Background: an optimization exercise with open tools, aiming at small area. Do not read the settings as production practice.
In this exercise RTL edits were held to simulation tests only and were not proved equivalent to the original.
No activity file was given, so power comes from the tool's default toggle rates.

==> inputs of build 16 <==
## alu_operand_stage
module alu_operand_stage (
   input  logic        clk,
   input  logic        rst_n,
   input  logic        in_valid,
   output logic        in_ready,
   input  logic [31:0] instr,
   output logic        out_valid,
   input  logic        out_ready,
   output logic [2:0]  fun3,
   output logic [6:0]  func7,
   output logic [31:0] ALUin1,
   output logic [31:0] ALUin2,
   output logic [4:0]  rd,
   output logic        illegal,
   input  logic        wb_en,
   input  logic [4:0]  wb_rd,
   input  logic [31:0] wb_data
);
==> module alu_operand_stage, before the edit <==
module alu_operand_stage (
   input  logic        clk,
   input  logic        rst_n,
   input  logic        in_valid,
   output logic        in_ready,
   input  logic [31:0] instr,
   output logic        out_valid,
   input  logic        out_ready,
   output logic [2:0]  fun3,
   output logic [6:0]  func7,
   output logic [31:0] ALUin1,
   output logic [31:0] ALUin2,
   output logic [4:0]  rd,
   output logic        illegal,
   input  logic        wb_en,
   input  logic [4:0]  wb_rd,
   input  logic [31:0] wb_data
);
   logic [6:0] opc;
   logic [4:0] rd_idx;
   logic [2:0] f3;
   logic [4:0] rs1_idx;
   logic [4:0] rs2_idx;
   logic [6:0] f7;
   assign opc     = instr[6:0];
   assign rd_idx  = instr[11:7];
   assign f3      = instr[14:12];
   assign rs1_idx = instr[19:15];
   assign rs2_idx = instr[24:20];
   assign f7      = instr[31:25];
   logic [31:0] rf_q [32];       
   logic [31:0] wrt_q;           
   logic [31:0] busy_q;
   logic        out_valid_q;
   logic [2:0]  fun3_q;
   logic        f7b5_q;
   logic [31:0] alu1_q;
   logic [31:0] alu2_q;
   logic [4:0]  rd_q;
   logic        illegal_q;
   logic is_op, is_opimm, is_shift, f7_base, f7_alt;
   logic dec_legal, dec_uses_rs2;
   assign is_op    = (opc == 7'b0110011);
   assign is_opimm = (opc == 7'b0010011);
   assign is_shift = (f3[1:0] == 2'b01);           
   assign f7_base  = (f7 == 7'b0000000);
   assign f7_alt   = (f7 == 7'b0100000);
   always_comb begin
      dec_legal = 1'b0;
      if (is_op)
         dec_legal = f7_base || (f7_alt && (f3 == 3'b000 || f3 == 3'b101));
      else if (is_opimm)
         dec_legal = !is_shift || f7_base || (f7_alt && f3[2]);
   end
   assign dec_uses_rs2 = is_op;
   logic hazard, accept, acc_legal;
   assign hazard = dec_legal &&
                   (busy_q[rs1_idx] ||
                    (dec_uses_rs2 && busy_q[rs2_idx]) ||
                    busy_q[rd_idx]);
   assign in_ready  = (!out_valid_q || out_ready) && !hazard;
   assign accept    = in_valid && in_ready;
   assign acc_legal = accept && dec_legal;
   logic [31:0] wb_dec, rd_dec, rs1_dec, rs2_dec;
   always_comb begin
      for (int i = 0; i < 32; i++) begin
         wb_dec[i]  = wb_en && (wb_rd == i[4:0]) && (i != 0);
         rd_dec[i]  = (rd_idx == i[4:0]) && (i != 0);
         rs1_dec[i] = (rs1_idx == i[4:0]) && (i != 0);
         rs2_dec[i] = (rs2_idx == i[4:0]) && (i != 0);
      end
   end
   always_ff @(posedge clk or negedge rst_n) begin
      if (!rst_n) begin
         busy_q <= '0;
         wrt_q  <= '0;
      end else begin
         busy_q <= (busy_q & ~wb_dec) | (rd_dec & {32{acc_legal}});
         wrt_q  <= wrt_q | wb_dec;
      end
   end
   logic [31:0] wb_keep;
   logic [31:0] rf_d [32];
   assign wb_keep = ~wb_dec;
   for (genvar gi = 1; gi < 32; gi++) begin : g_rf
      alu_operand_stage_rf_next u_next (
         .q    (rf_q[gi]),
         .wd   (wb_data),
         .we   (wb_dec[gi]),
         .keep (wb_keep[gi]),
         .d    (rf_d[gi])
      );
   end
   always_ff @(posedge clk) begin
      for (int i = 1; i < 32; i++)
         rf_q[i] <= rf_d[i];
   end
   logic [31:0] td1 [33];
   logic [31:0] td2 [33];
   logic [32:0] ts1, ts2;
   always_comb begin
      for (int i = 0; i < 32; i++) begin
         td1[i] = rf_q[i];
         td2[i] = rf_q[i];
         ts1[i] = (i != 0) && rs1_dec[i] && wrt_q[i] && acc_legal;
         ts2[i] = (i != 0) && rs2_dec[i] && wrt_q[i] && acc_legal && is_op;
      end
      td1[0] = alu1_q;
      td2[0] = alu2_q;
      ts1[0] = !accept;
      ts2[0] = !accept;
      td1[32] = '0;
      ts1[32] = 1'b0;
      td2[32] = is_shift ? {27'b0, instr[24:20]} : {{20{instr[31]}}, instr[31:20]};
      ts2[32] = acc_legal && is_opimm;
   end
   logic [31:0] g1 [11];
   logic [31:0] g2 [11];
   logic [31:0] rd1, rd2;
   always_comb begin
      for (int k = 0; k < 11; k++) begin
         g1[k] = '0;
         g2[k] = '0;
         for (int j = 0; j < 3; j++) begin
            g1[k] = g1[k] | (td1[k*3 + j] & {32{ts1[k*3 + j]}});
            g2[k] = g2[k] | (td2[k*3 + j] & {32{ts2[k*3 + j]}});
         end
      end
      rd1 = ((g1[0] | g1[1] | g1[2] | g1[3]) | (g1[4] | g1[5] | g1[6] | g1[7])) | (g1[8] | g1[9] | g1[10]);
      rd2 = ((g2[0] | g2[1] | g2[2] | g2[3]) | (g2[4] | g2[5] | g2[6] | g2[7])) | (g2[8] | g2[9] | g2[10]);
   end
   always_ff @(posedge clk or negedge rst_n) begin
      if (!rst_n) begin
         out_valid_q <= 1'b0;
         fun3_q      <= '0;
         f7b5_q      <= 1'b0;
         alu1_q      <= '0;
         alu2_q      <= '0;
         rd_q        <= '0;
         illegal_q   <= 1'b0;
      end else begin
         alu1_q <= rd1;
         alu2_q <= rd2;
         if (accept) begin
            out_valid_q <= 1'b1;
            fun3_q      <= f3;
            illegal_q   <= !dec_legal;
            f7b5_q      <= dec_legal && (is_op || is_shift) && f7[5];
            rd_q        <= dec_legal ? rd_idx : 5'd0;
         end else if (out_ready) begin
            out_valid_q <= 1'b0;
         end
      end
   end
   assign out_valid = out_valid_q;
   assign fun3      = fun3_q;
   assign func7     = {1'b0, f7b5_q, 5'b0};
   assign ALUin1    = alu1_q;
   assign ALUin2    = alu2_q;
   assign rd        = rd_q;
   assign illegal   = illegal_q;
endmodule
==> module alu_operand_stage_rf_next, before the edit <==
module alu_operand_stage_rf_next (
   input  logic [31:0] q,
   input  logic [31:0] wd,
   input  logic        we,
   input  logic        keep,
   output logic [31:0] d
);
   assign d = (q & {32{keep}}) | (wd & {32{we}});
endmodule
==> flow/config.mk <==
export PLATFORM = sky130hd
export DESIGN_NAME = alu_operand_stage
export DESIGN_NICKNAME = alu_operand_stage
export VERILOG_FILES = /design/flow/design.v
export SDC_FILE = /design/flow/constraint.sdc
export NUM_CORES = 4
export LEC_CHECK = 0
export CAP_MARGIN = 20
export CORE_MARGIN = 2
export CORE_UTILIZATION = 40
export SLEW_MARGIN = 20
export SYNTH_HIERARCHICAL = 1
==> flow/constraint.sdc <==
create_clock -name core_clock -period 7.0 [get_ports {clk}]
set_input_delay 1.4000 -clock core_clock [delete_from_list [all_inputs] [get_ports {clk}]]
set_output_delay 1.4000 -clock core_clock [all_outputs]
set_load 0.01 [all_outputs]
standard.sh (not shown) runs the stock make flow with config.mk's settings and CLKGATE_MAP_FILE= SYNTH_SCRIPT=/design/flow/synth_recipe.tcl, a recipe that flattens the netlist after the stock synthesis.
==> flow/flow/run.sh <==
#!/bin/bash
# Layout flow: the standard ORFS flow (standard.sh) with these changes.
#  1. Synthesis maps the logic with an area-oriented ABC script
#     (flow/abc_area_map.script) in place of ORFS's delay-oriented one. The
#     rest of synthesis (synth_recipe.tcl, dfflibmap, flattening, renaming) is
#     unchanged, so the registers are exactly the standard synthesis's.
#  2. Port buffers use the smallest buffer (buf_1).
#  3. CTS clusters up to 25 sinks per leaf buffer and adds no dummy loads.
# Every tool's full output stays in orfs/logs/ (one log per step) and the
# make output in flow_make.log, all inside this work folder.
set -euo pipefail
W=$PWD
rm -rf "$W/orfs_scripts"
cp -r "$FLOW_HOME/scripts" "$W/orfs_scripts"
cp "$W/flow/abc_area_map.script" "$W/orfs_scripts/abc_speed.script"
export SCRIPTS_DIR="$W/orfs_scripts"
export BUFFER_PORTS_ARGS="-buffer_cell sky130_fd_sc_hd__buf_1"
export CTS_ARGS="-sink_clustering_enable -repair_clock_nets -sink_clustering_size 25 -sink_clustering_max_diameter 100 -dont_use_dummy_load"
bash "$W/standard.sh" > "$W/flow_make.log" 2>&1
==> flow/flow/abc_area_map.script <==
&get -n
&st
&dch
&nf -R 1000 -p -C 32
&put
==> build 86 (differences from build 16) <==
--- a/flow/design.v
+++ b/flow/design.v
@@ -80,21 +80,9 @@
          wrt_q  <= wrt_q | wb_dec;
       end
    end
-   logic [31:0] wb_keep;
-   logic [31:0] rf_d [32];
-   assign wb_keep = ~wb_dec;
-   for (genvar gi = 1; gi < 32; gi++) begin : g_rf
-      alu_operand_stage_rf_next u_next (
-         .q    (rf_q[gi]),
-         .wd   (wb_data),
-         .we   (wb_dec[gi]),
-         .keep (wb_keep[gi]),
-         .d    (rf_d[gi])
-      );
-   end
    always_ff @(posedge clk) begin
       for (int i = 1; i < 32; i++)
-         rf_q[i] <= rf_d[i];
+         if (wb_dec[i]) rf_q[i] <= wb_data;
    end
    logic [31:0] td1 [33];
    logic [31:0] td2 [33];
@@ -161,13 +149,4 @@
    assign rd        = rd_q;
    assign illegal   = illegal_q;
 endmodule
-module alu_operand_stage_rf_next (
-   input  logic [31:0] q,
-   input  logic [31:0] wd,
-   input  logic        we,
-   input  logic        keep,
-   output logic [31:0] d
-);
-   assign d = (q & {32{keep}}) | (wd & {32{we}});
-endmodule
 `default_nettype wire
==> flow/flow/run.sh (replaced) <==
#!/bin/bash
# Layout flow: the standard ORFS flow (standard.sh) with two changes.
#  1. Synthesis maps the logic with an area-oriented ABC script
#     (flow/abc_area_map.script) in place of ORFS's delay-oriented one. The
#     rest of synthesis (synth_recipe.tcl, dfflibmap, flattening, renaming) is
#     unchanged, so the registers are exactly the standard synthesis's.
#  2. Port buffers use the smallest buffer (buf_1).
# Every tool's full output stays in orfs/logs/ (one log per step) and the
# make output in flow_make.log, all inside this work folder.
set -euo pipefail
W=$PWD
rm -rf "$W/orfs_scripts"
cp -r "$FLOW_HOME/scripts" "$W/orfs_scripts"
cp "$W/flow/abc_area_map.script" "$W/orfs_scripts/abc_speed.script"
export SCRIPTS_DIR="$W/orfs_scripts"
export BUFFER_PORTS_ARGS="-buffer_cell sky130_fd_sc_hd__buf_1"
bash "$W/standard.sh" > "$W/flow_make.log" 2>&1
==> flow/flow/abc_area_map.script (replaced) <==
&get -n
&st
&dch
&nf -R 1000 -p
&put
--- a/flow/config.mk
+++ b/flow/config.mk
@@ -8,5 +8,6 @@
 export CAP_MARGIN = 20
 export CORE_MARGIN = 2
 export CORE_UTILIZATION = 40
+export CTS_CLUSTER_DIAMETER = 100
+export CTS_CLUSTER_SIZE = 20
 export SLEW_MARGIN = 20
-export SYNTH_HIERARCHICAL = 1
==> qor summary <==
item	build 86	build 16
Run status	complete, no violations	complete, no violations
Power density relative to cell area	235 mW/mm^2	278 mW/mm^2
VDD IR-drop max	0.000157 V	0.000215 V
Clk latency of the worst-skew pair	0.66 ns	0.69 ns
Register-to-register path setup slack	2.18 ns	2.13 ns
Cells after Synth	2,582	3,572
Non-filler cells in the finished layout	4,499	5,369
Count of inserted antenna diode cells	6	1
Hold Slack	0.493 ns	0.495 ns
Count of placed standard cells including taps	4,371	5,316
Final net count	3,027	4,041
Drt total wl	180,000 microns	212,000 microns
Via Count	34,300	42,900
Fill cell instance count of the final layout	9,464	9,938
Sequential standard cell area	0.0332 sq mm	0.0233 sq mm
Final cell utilization of the core	46.1%	45.6%
Global router's overall resource usage	30.9%	36.4%
Number of buffers and inverters on the critical path	3	2
GR Util met3	9.87%	13.6%
Clock transition at path regs	0.08 ns	0.10 ns
Met1 usage in global routing	40.3%	46.6%
Non-clock buffer instance count of the final layout	304	343
Critical register-to-register path startpoint	busy_q[10]$_DFF_PN0_	busy_q[26]$_DFF_PN0_
Multi-input combinational cell count	1,428	2,408
Tapcells inserted	1,488	1,403


==> inputs of job 3634 <==
==> flow/design.v <==
`default_nettype none
module alu_operand_stage (
   input  logic        clk,
   input  logic        rst_n,
   input  logic        in_valid,
   output logic        in_ready,
   input  logic [31:0] instr,
   output logic        out_valid,
   input  logic        out_ready,
   output logic [2:0]  fun3,
   output logic [6:0]  func7,
   output logic [31:0] ALUin1,
   output logic [31:0] ALUin2,
   output logic [4:0]  rd,
   output logic        illegal,
   input  logic        wb_en,
   input  logic [4:0]  wb_rd,
   input  logic [31:0] wb_data
);
   logic [6:0] opc;
   logic [4:0] rd_idx;
   logic [2:0] f3;
   logic [4:0] rs1_idx;
   logic [4:0] rs2_idx;
   logic [6:0] f7;
   assign opc     = instr[6:0];
   assign rd_idx  = instr[11:7];
   assign f3      = instr[14:12];
   assign rs1_idx = instr[19:15];
   assign rs2_idx = instr[24:20];
   assign f7      = instr[31:25];
   logic [31:0] rf_q [32];       
   logic [31:0] wrt_q;           
   logic [31:0] busy_q;
   logic        out_valid_q;
   logic [2:0]  fun3_q;
   logic        f7b5_q;
   logic [31:0] alu1_q;
   logic [31:0] alu2_q;
   logic [4:0]  rd_q;
   logic        illegal_q;
   logic is_op, is_opimm, is_shift, f7_base, f7_alt;
   logic dec_legal, dec_uses_rs2;
   assign is_op    = (opc == 7'b0110011);
   assign is_opimm = (opc == 7'b0010011);
   assign is_shift = (f3[1:0] == 2'b01);           
   assign f7_base  = (f7 == 7'b0000000);
   assign f7_alt   = (f7 == 7'b0100000);
   always_comb begin
      dec_legal = 1'b0;
      if (is_op)
         dec_legal = f7_base || (f7_alt && (f3 == 3'b000 || f3 == 3'b101));
      else if (is_opimm)
         dec_legal = !is_shift || f7_base || (f7_alt && f3[2]);
   end
   assign dec_uses_rs2 = is_op;
   logic hazard, accept, acc_legal;
   assign hazard = dec_legal &&
                   (busy_q[rs1_idx] ||
                    (dec_uses_rs2 && busy_q[rs2_idx]) ||
                    busy_q[rd_idx]);
   assign in_ready  = (!out_valid_q || out_ready) && !hazard;
   assign accept    = in_valid && in_ready;
   assign acc_legal = accept && dec_legal;
   logic [31:0] wb_dec, rd_dec, rs1_dec, rs2_dec;
   always_comb begin
      for (int i = 0; i < 32; i++) begin
         wb_dec[i]  = wb_en && (wb_rd == i[4:0]) && (i != 0);
         rd_dec[i]  = (rd_idx == i[4:0]) && (i != 0);
         rs1_dec[i] = (rs1_idx == i[4:0]) && (i != 0);
         rs2_dec[i] = (rs2_idx == i[4:0]) && (i != 0);
      end
   end
   always_ff @(posedge clk or negedge rst_n) begin
      if (!rst_n) begin
         busy_q <= '0;
         wrt_q  <= '0;
      end else begin
         busy_q <= (busy_q & ~wb_dec) | (rd_dec & {32{acc_legal}});
         wrt_q  <= wrt_q | wb_dec;
      end
   end
   always_ff @(posedge clk) begin
      for (int i = 1; i < 32; i++)
         if (wb_dec[i]) rf_q[i] <= wb_data;
   end
   logic [31:0] sel1, sel2;
   assign sel1 = rs1_dec & wrt_q;
   assign sel2 = rs2_dec & wrt_q;
   logic [31:0] g1 [11];
   logic [31:0] g2 [11];
   logic [31:0] r1, r2;
   always_comb begin
      for (int k = 0; k < 11; k++) begin
         g1[k] = '0;
         g2[k] = '0;
         for (int j = 0; j < 3; j++) begin
            if (k*3 + j >= 1 && k*3 + j < 32) begin
               g1[k] = g1[k] | (rf_q[k*3 + j] & {32{sel1[k*3 + j]}});
               g2[k] = g2[k] | (rf_q[k*3 + j] & {32{sel2[k*3 + j]}});
            end
         end
      end
      r1 = ((g1[0] | g1[1] | g1[2] | g1[3]) | (g1[4] | g1[5] | g1[6] | g1[7])) | (g1[8] | g1[9] | g1[10]);
      r2 = ((g2[0] | g2[1] | g2[2] | g2[3]) | (g2[4] | g2[5] | g2[6] | g2[7])) | (g2[8] | g2[9] | g2[10]);
   end
   logic [31:0] op2;
   always_comb begin
      if (is_op)           op2 = r2;
      else if (is_shift)   op2 = {27'b0, instr[24:20]};
      else                 op2 = {{20{instr[31]}}, instr[31:20]};
   end
   logic [31:0] rd1, rd2;
   assign rd1 = accept ? (dec_legal ? r1 : 32'b0) : alu1_q;
   assign rd2 = accept ? (dec_legal ? op2 : 32'b0) : alu2_q;
   always_ff @(posedge clk or negedge rst_n) begin
      if (!rst_n) begin
         out_valid_q <= 1'b0;
         fun3_q      <= '0;
         f7b5_q      <= 1'b0;
         alu1_q      <= '0;
         alu2_q      <= '0;
         rd_q        <= '0;
         illegal_q   <= 1'b0;
      end else begin
         alu1_q <= rd1;
         alu2_q <= rd2;
         if (accept) begin
            out_valid_q <= 1'b1;
            fun3_q      <= f3;
            illegal_q   <= !dec_legal;
            f7b5_q      <= dec_legal && (is_op || is_shift) && f7[5];
            rd_q        <= dec_legal ? rd_idx : 5'd0;
         end else if (out_ready) begin
            out_valid_q <= 1'b0;
         end
      end
   end
   assign out_valid = out_valid_q;
   assign fun3      = fun3_q;
   assign func7     = {1'b0, f7b5_q, 5'b0};
   assign ALUin1    = alu1_q;
   assign ALUin2    = alu2_q;
   assign rd        = rd_q;
   assign illegal   = illegal_q;
endmodule
`default_nettype wire
==> flow/flow/run.sh <==
#!/bin/bash
# Layout flow: the standard ORFS flow (standard.sh) with these changes.
#  1. Synthesis maps the logic with an area-oriented ABC script
#     (flow/abc_area_map.script) in place of ORFS's delay-oriented one. The
#     rest of synthesis (synth_recipe.tcl, dfflibmap, flattening, renaming) is
#     unchanged, so the registers are exactly the standard synthesis's.
#  2. Port buffers use the smallest buffer (buf_1).
#  3. CTS clusters up to 25 sinks per leaf buffer and adds no dummy loads.
# Every tool's full output stays in orfs/logs/ (one log per step) and the
# make output in flow_make.log, all inside this work folder.
set -euo pipefail
W=$PWD
rm -rf "$W/orfs_scripts"
cp -r "$FLOW_HOME/scripts" "$W/orfs_scripts"
cp "$W/flow/abc_area_map.script" "$W/orfs_scripts/abc_speed.script"
export SCRIPTS_DIR="$W/orfs_scripts"
export BUFFER_PORTS_ARGS="-buffer_cell sky130_fd_sc_hd__buf_1"
export CTS_ARGS="-sink_clustering_enable -repair_clock_nets -sink_clustering_size 25 -sink_clustering_max_diameter 100 -dont_use_dummy_load"
bash "$W/standard.sh" > "$W/flow_make.log" 2>&1
==> flow/flow/abc_area_map.script <==
&get -n
&st
&dch
&nf -R 1000 -p
&put
==> flow/standard.sh <==
#!/bin/bash
# synth_recipe.tcl (not shown) runs the flow's synth.tcl, then flattens the netlist and writes it again
# the make line also repeats each setting of config.mk as NAME=value (left out here)
make -C /OpenROAD-flow-scripts/flow DESIGN_CONFIG=/design/flow/config.mk WORK_HOME=/design/flow/orfs CLKGATE_MAP_FILE= SYNTH_SCRIPT=/design/flow/synth_recipe.tcl "${@:-finish}"
==> flow/config.mk <==
export PLATFORM = sky130hd
export DESIGN_NAME = alu_operand_stage
export DESIGN_NICKNAME = alu_operand_stage
export VERILOG_FILES = /design/flow/design.v
export SDC_FILE = /design/flow/constraint.sdc
export NUM_CORES = 4
export LEC_CHECK = 0
export CAP_MARGIN = 20
export CORE_MARGIN = 2
export CORE_UTILIZATION = 40
export SLEW_MARGIN = 20
==> flow/constraint.sdc <==
create_clock -name core_clock -period 7.0 [get_ports {clk}]
set_input_delay 1.4000 -clock core_clock [delete_from_list [all_inputs] [get_ports {clk}]]
set_output_delay 1.4000 -clock core_clock [all_outputs]
set_load 0.01 [all_outputs]
==> job 6428: changes against job 3634 <==
==> flow/design.v, changed modules only <==
module alu_operand_stage (
   input  logic        clk,
   input  logic        rst_n,
   input  logic        in_valid,
   output logic        in_ready,
   input  logic [31:0] instr,
   output logic        out_valid,
   input  logic        out_ready,
   output logic [2:0]  fun3,
   output logic [6:0]  func7,
   output logic [31:0] ALUin1,
   output logic [31:0] ALUin2,
   output logic [4:0]  rd,
   output logic        illegal,
   input  logic        wb_en,
   input  logic [4:0]  wb_rd,
   input  logic [31:0] wb_data
);
   logic [6:0] opc;
   logic [4:0] rd_idx;
   logic [2:0] f3;
   logic [4:0] rs1_idx;
   logic [4:0] rs2_idx;
   logic [6:0] f7;
   assign opc     = instr[6:0];
   assign rd_idx  = instr[11:7];
   assign f3      = instr[14:12];
   assign rs1_idx = instr[19:15];
   assign rs2_idx = instr[24:20];
   assign f7      = instr[31:25];
   logic [31:0] rf_q [32];       
   logic [31:0] wrt_q;           
   logic [31:0] busy_q;
   logic        out_valid_q;
   logic [2:0]  fun3_q;
   logic        f7b5_q;
   logic [31:0] alu1_q;
   logic [31:0] alu2_q;
   logic [4:0]  rd_q;
   logic        illegal_q;
   logic is_op, is_opimm, is_shift, f7_base, f7_alt;
   logic dec_legal, dec_uses_rs2;
   assign is_op    = (opc == 7'b0110011);
   assign is_opimm = (opc == 7'b0010011);
   assign is_shift = (f3[1:0] == 2'b01);           
   assign f7_base  = (f7 == 7'b0000000);
   assign f7_alt   = (f7 == 7'b0100000);
   always_comb begin
      dec_legal = 1'b0;
      if (is_op)
         dec_legal = f7_base || (f7_alt && (f3 == 3'b000 || f3 == 3'b101));
      else if (is_opimm)
         dec_legal = !is_shift || f7_base || (f7_alt && f3[2]);
   end
   assign dec_uses_rs2 = is_op;
   logic hazard, accept, acc_legal;
   assign hazard = dec_legal &&
                   (busy_q[rs1_idx] ||
                    (dec_uses_rs2 && busy_q[rs2_idx]) ||
                    busy_q[rd_idx]);
   assign in_ready  = (!out_valid_q || out_ready) && !hazard;
   assign accept    = in_valid && in_ready;
   assign acc_legal = accept && dec_legal;
   logic [31:0] wb_dec, rd_dec, rs1_dec, rs2_dec;
   always_comb begin
      for (int i = 0; i < 32; i++) begin
         wb_dec[i]  = wb_en && (wb_rd == i[4:0]) && (i != 0);
         rd_dec[i]  = (rd_idx == i[4:0]) && (i != 0);
         rs1_dec[i] = (rs1_idx == i[4:0]) && (i != 0);
         rs2_dec[i] = (rs2_idx == i[4:0]) && (i != 0);
      end
   end
   always_ff @(posedge clk or negedge rst_n) begin
      if (!rst_n) begin
         busy_q <= '0;
         wrt_q  <= '0;
      end else begin
         busy_q <= (busy_q & ~wb_dec) | (rd_dec & {32{acc_legal}});
         wrt_q  <= wrt_q | wb_dec;
      end
   end
   logic [31:0] wb_keep;
   logic [31:0] rf_d [32];
   assign wb_keep = ~wb_dec;
   for (genvar gi = 1; gi < 32; gi++) begin : g_rf
      alu_operand_stage_rf_next u_next (
         .q    (rf_q[gi]),
         .wd   (wb_data),
         .we   (wb_dec[gi]),
         .keep (wb_keep[gi]),
         .d    (rf_d[gi])
      );
   end
   always_ff @(posedge clk) begin
      for (int i = 1; i < 32; i++)
         rf_q[i] <= rf_d[i];
   end
   logic [31:0] td1 [33];
   logic [31:0] td2 [33];
   logic [32:0] ts1, ts2;
   always_comb begin
      for (int i = 0; i < 32; i++) begin
         td1[i] = rf_q[i];
         td2[i] = rf_q[i];
         ts1[i] = (i != 0) && rs1_dec[i] && wrt_q[i] && acc_legal;
         ts2[i] = (i != 0) && rs2_dec[i] && wrt_q[i] && acc_legal && is_op;
      end
      td1[0] = alu1_q;
      td2[0] = alu2_q;
      ts1[0] = !accept;
      ts2[0] = !accept;
      td1[32] = '0;
      ts1[32] = 1'b0;
      td2[32] = is_shift ? {27'b0, instr[24:20]} : {{20{instr[31]}}, instr[31:20]};
      ts2[32] = acc_legal && is_opimm;
   end
   logic [31:0] g1 [11];
   logic [31:0] g2 [11];
   logic [31:0] rd1, rd2;
   always_comb begin
      for (int k = 0; k < 11; k++) begin
         g1[k] = '0;
         g2[k] = '0;
         for (int j = 0; j < 3; j++) begin
            g1[k] = g1[k] | (td1[k*3 + j] & {32{ts1[k*3 + j]}});
            g2[k] = g2[k] | (td2[k*3 + j] & {32{ts2[k*3 + j]}});
         end
      end
      rd1 = ((g1[0] | g1[1] | g1[2] | g1[3]) | (g1[4] | g1[5] | g1[6] | g1[7])) | (g1[8] | g1[9] | g1[10]);
      rd2 = ((g2[0] | g2[1] | g2[2] | g2[3]) | (g2[4] | g2[5] | g2[6] | g2[7])) | (g2[8] | g2[9] | g2[10]);
   end
   always_ff @(posedge clk or negedge rst_n) begin
      if (!rst_n) begin
         out_valid_q <= 1'b0;
         fun3_q      <= '0;
         f7b5_q      <= 1'b0;
         alu1_q      <= '0;
         alu2_q      <= '0;
         rd_q        <= '0;
         illegal_q   <= 1'b0;
      end else begin
         alu1_q <= rd1;
         alu2_q <= rd2;
         if (accept) begin
            out_valid_q <= 1'b1;
            fun3_q      <= f3;
            illegal_q   <= !dec_legal;
            f7b5_q      <= dec_legal && (is_op || is_shift) && f7[5];
            rd_q        <= dec_legal ? rd_idx : 5'd0;
         end else if (out_ready) begin
            out_valid_q <= 1'b0;
         end
      end
   end
   assign out_valid = out_valid_q;
   assign fun3      = fun3_q;
   assign func7     = {1'b0, f7b5_q, 5'b0};
   assign ALUin1    = alu1_q;
   assign ALUin2    = alu2_q;
   assign rd        = rd_q;
   assign illegal   = illegal_q;
endmodule
module alu_operand_stage_rf_next (
   input  logic [31:0] q,
   input  logic [31:0] wd,
   input  logic        we,
   input  logic        keep,
   output logic [31:0] d
);
   assign d = (q & {32{keep}}) | (wd & {32{we}});
endmodule
==> flow/flow/abc_area_map.script (replaced) <==
&get -n
&st
&dch
&nf -R 1000 -p -C 32
&put
--- a/flow/config.mk
+++ b/flow/config.mk
@@ -8,4 +8,5 @@
 export CAP_MARGIN = 20
 export CORE_MARGIN = 2
-export CORE_UTILIZATION = 40
+export CORE_UTILIZATION = 50
 export SLEW_MARGIN = 20
+export SYNTH_HIERARCHICAL = 1
==> job 3439: changes against job 3634 <==
==> flow/design.v, changed modules only <==
module alu_operand_stage (
   input  logic        clk,
   input  logic        rst_n,
   input  logic        in_valid,
   output logic        in_ready,
   input  logic [31:0] instr,
   output logic        out_valid,
   input  logic        out_ready,
   output logic [2:0]  fun3,
   output logic [6:0]  func7,
   output logic [31:0] ALUin1,
   output logic [31:0] ALUin2,
   output logic [4:0]  rd,
   output logic        illegal,
   input  logic        wb_en,
   input  logic [4:0]  wb_rd,
   input  logic [31:0] wb_data
);
   logic [6:0] opc;
   logic [4:0] rd_idx;
   logic [2:0] f3;
   logic [4:0] rs1_idx;
   logic [4:0] rs2_idx;
   logic [6:0] f7;
   assign opc     = instr[6:0];
   assign rd_idx  = instr[11:7];
   assign f3      = instr[14:12];
   assign rs1_idx = instr[19:15];
   assign rs2_idx = instr[24:20];
   assign f7      = instr[31:25];
   logic [31:0] rf_q [32];       
   logic [31:0] wrt_q;           
   logic [31:0] busy_q;
   logic        out_valid_q;
   logic [2:0]  fun3_q;
   logic [6:0]  func7_q;
   logic [31:0] alu1_q;
   logic [31:0] alu2_q;
   logic [4:0]  rd_q;
   logic        illegal_q;
   logic is_op, is_opimm, is_shift, f7_base, f7_alt;
   logic dec_legal, dec_uses_rs2;
   assign is_op    = (opc == 7'b0110011);
   assign is_opimm = (opc == 7'b0010011);
   assign is_shift = (f3[1:0] == 2'b01);           
   assign f7_base  = (f7 == 7'b0000000);
   assign f7_alt   = (f7 == 7'b0100000);
   always_comb begin
      dec_legal = 1'b0;
      if (is_op)
         dec_legal = f7_base || (f7_alt && (f3 == 3'b000 || f3 == 3'b101));
      else if (is_opimm)
         dec_legal = !is_shift || f7_base || (f7_alt && f3[2]);
   end
   assign dec_uses_rs2 = is_op;
   logic hazard, accept, acc_legal;
   assign hazard = dec_legal &&
                   (busy_q[rs1_idx] ||
                    (dec_uses_rs2 && busy_q[rs2_idx]) ||
                    busy_q[rd_idx]);
   assign in_ready  = (!out_valid_q || out_ready) && !hazard;
   assign accept    = in_valid && in_ready;
   assign acc_legal = accept && dec_legal;
   logic [31:0] wb_dec, rd_dec, rs1_dec, rs2_dec;
   always_comb begin
      for (int i = 0; i < 32; i++) begin
         wb_dec[i]  = wb_en && (wb_rd == i[4:0]) && (i != 0);
         rd_dec[i]  = (rd_idx == i[4:0]) && (i != 0);
         rs1_dec[i] = (rs1_idx == i[4:0]) && (i != 0);
         rs2_dec[i] = (rs2_idx == i[4:0]) && (i != 0);
      end
   end
   always_ff @(posedge clk or negedge rst_n) begin
      if (!rst_n) begin
         busy_q <= '0;
         wrt_q  <= '0;
      end else begin
         busy_q <= (busy_q & ~wb_dec) | (rd_dec & {32{acc_legal}});
         wrt_q  <= wrt_q | wb_dec;
      end
   end
   always_ff @(posedge clk) begin
      for (int i = 1; i < 32; i++)
         if (wb_dec[i]) rf_q[i] <= wb_data;
   end
   logic [31:0] sel1, sel2;
   assign sel1 = rs1_dec & wrt_q;
   assign sel2 = rs2_dec & wrt_q;
   logic [31:0] r1, r2;
   always_comb begin
      r1 = '0;
      r2 = '0;
      for (int i = 1; i < 32; i++) begin
         r1 = r1 | (rf_q[i] & {32{sel1[i]}});
         r2 = r2 | (rf_q[i] & {32{sel2[i]}});
      end
   end
   logic [31:0] op2;
   always_comb begin
      if (is_op)           op2 = r2;
      else if (is_shift)   op2 = {27'b0, instr[24:20]};
      else                 op2 = {{20{instr[31]}}, instr[31:20]};
   end
   logic [31:0] rd1, rd2;
   assign rd1 = accept ? (dec_legal ? r1 : 32'b0) : alu1_q;
   assign rd2 = accept ? (dec_legal ? op2 : 32'b0) : alu2_q;
   always_ff @(posedge clk or negedge rst_n) begin
      if (!rst_n) begin
         out_valid_q <= 1'b0;
         fun3_q      <= '0;
         func7_q     <= '0;
         alu1_q      <= '0;
         alu2_q      <= '0;
         rd_q        <= '0;
         illegal_q   <= 1'b0;
      end else begin
         alu1_q <= rd1;
         alu2_q <= rd2;
         if (accept) begin
            out_valid_q <= 1'b1;
            fun3_q      <= f3;
            illegal_q   <= !dec_legal;
            func7_q     <= (dec_legal && (is_op || is_shift)) ? f7 : 7'b0;
            rd_q        <= dec_legal ? rd_idx : 5'd0;
         end else if (out_ready) begin
            out_valid_q <= 1'b0;
         end
      end
   end
   assign out_valid = out_valid_q;
   assign fun3      = fun3_q;
   assign func7     = func7_q;
   assign ALUin1    = alu1_q;
   assign ALUin2    = alu2_q;
   assign rd        = rd_q;
   assign illegal   = illegal_q;
endmodule
==> flow/run.sh (new file) <==
#!/bin/bash
# synth_recipe.tcl (not shown) runs the flow's synth.tcl, then flattens the netlist and writes it again
# the make line also repeats each setting of config.mk as NAME=value (left out here)
make -C /OpenROAD-flow-scripts/flow DESIGN_CONFIG=/design/flow/config.mk WORK_HOME=/design/flow/orfs CLKGATE_MAP_FILE= SYNTH_SCRIPT=/design/flow/synth_recipe.tcl finish
removed: flow/flow/run.sh
removed: flow/flow/abc_area_map.script
removed: flow/standard.sh
==> summary.txt <==
                                                                           job 3439                 job 3634                 job 6428
Hold Path End                                                func7_q[3]$_DFFE_PN0P_   alu1_q[14]$_DFFE_PN0P_      alu1_q[1]$_DFF_PN0_
Cell with the most instances after synthesis                               edfxtp_1                 edfxtp_1                   a22o_1
Switching pwr                                                               3490 µW                  2670 µW                  3680 µW
Top FF cell, synth                                                         edfxtp_1                 edfxtp_1                  dfxtp_1
Final period demand of the worst path                                       6110 ps                  5540 ps                  5900 ps
Clock latency at the later pin of the worst-skew pair                        740 ps                   720 ps                   670 ps
Worst hold slack across all endpoints                                        484 ps                   491 ps                   492 ps
Comb pwr                                                                     766 µW                   780 µW                  1570 µW
Post-route clock period utilization                                           0.873                    0.792                    0.844
Critical Path Source                                                      instr[22]                instr[20]                instr[20]
Cell total after placement                                                     4780                     4477                     5044
Die Y                                                                        350 µm                   338 µm                   297 µm
Crit path DAT                                                               4710 ps                  4140 ps                  6460 ps
Crit path setup slack, layout                                                887 ps                  1460 ps                  1100 ps
Element type at the critical path end                                   output port              output port                flip-flop
Final standard cell area without fillers                                  55200 µm²                49900 µm²                48800 µm²
Core Region                                                              118000 µm²               111000 µm²                85300 µm²
Worst clock skew                                                            30.4 ps                  99.5 ps                  59.4 ps
Met2 Track Usage GR                                                           0.513                    0.443                    0.639
Non-clock inverter instance count of the final layout                            18                       21                       33
Vias in the first global route                                                36684                    32764                    41419
Proportion of power drawn by flip-flops and latches                           0.514                    0.645                    0.633
Outcome                                                     complete, no violations  complete, no violations  complete, no violations
Post-place setup slack                                                      1100 ps                  1450 ps                   752 ps
Total buffers and inverters traversed by the critical path                        2                        2                        3
Number of cells on the worst hold path                                            1                        2                        2

[afterwards: timing with drivers on the ports]
No port has a modelled driver above. Below, the same layouts with a new extraction and two added sets of constraints.
Step 1 assumes that a clkbuf_16 drives the clock port and a buf_2 every other input.
Step 2 times the ports against the registers' clock, not the clock port: input delays grow and output delays shrink by t, the midpoint of the rising clock arrivals with the driver on.
Three values: no drivers, after step 1, after step 2; two values: the first two.
| run | shift t [ns] | setup WS [ns] | pins driven straight from the clock port |
|---|---|---|---|
| build 16 | 0.745 | 1.138 / 1.179 / 0.434 | 1 |
| build 86 | 0.718 | 1.110 / 1.153 / 0.436 | 1 |
| job 3634 | 0.729 | 1.457 / 1.428 / 1.270 | 1 |
| job 6428 | 0.708 | 1.095 / 1.136 / 0.429 | 1 |
| job 3439 | 0.810 | 0.887 / 0.857 / 0.857 | 1 |
After both steps every run listed still meets setup and hold. For build 16, which loses most, drivers alone change the setup slack by +0.041 ns; drivers and shift together by -0.704 ns.
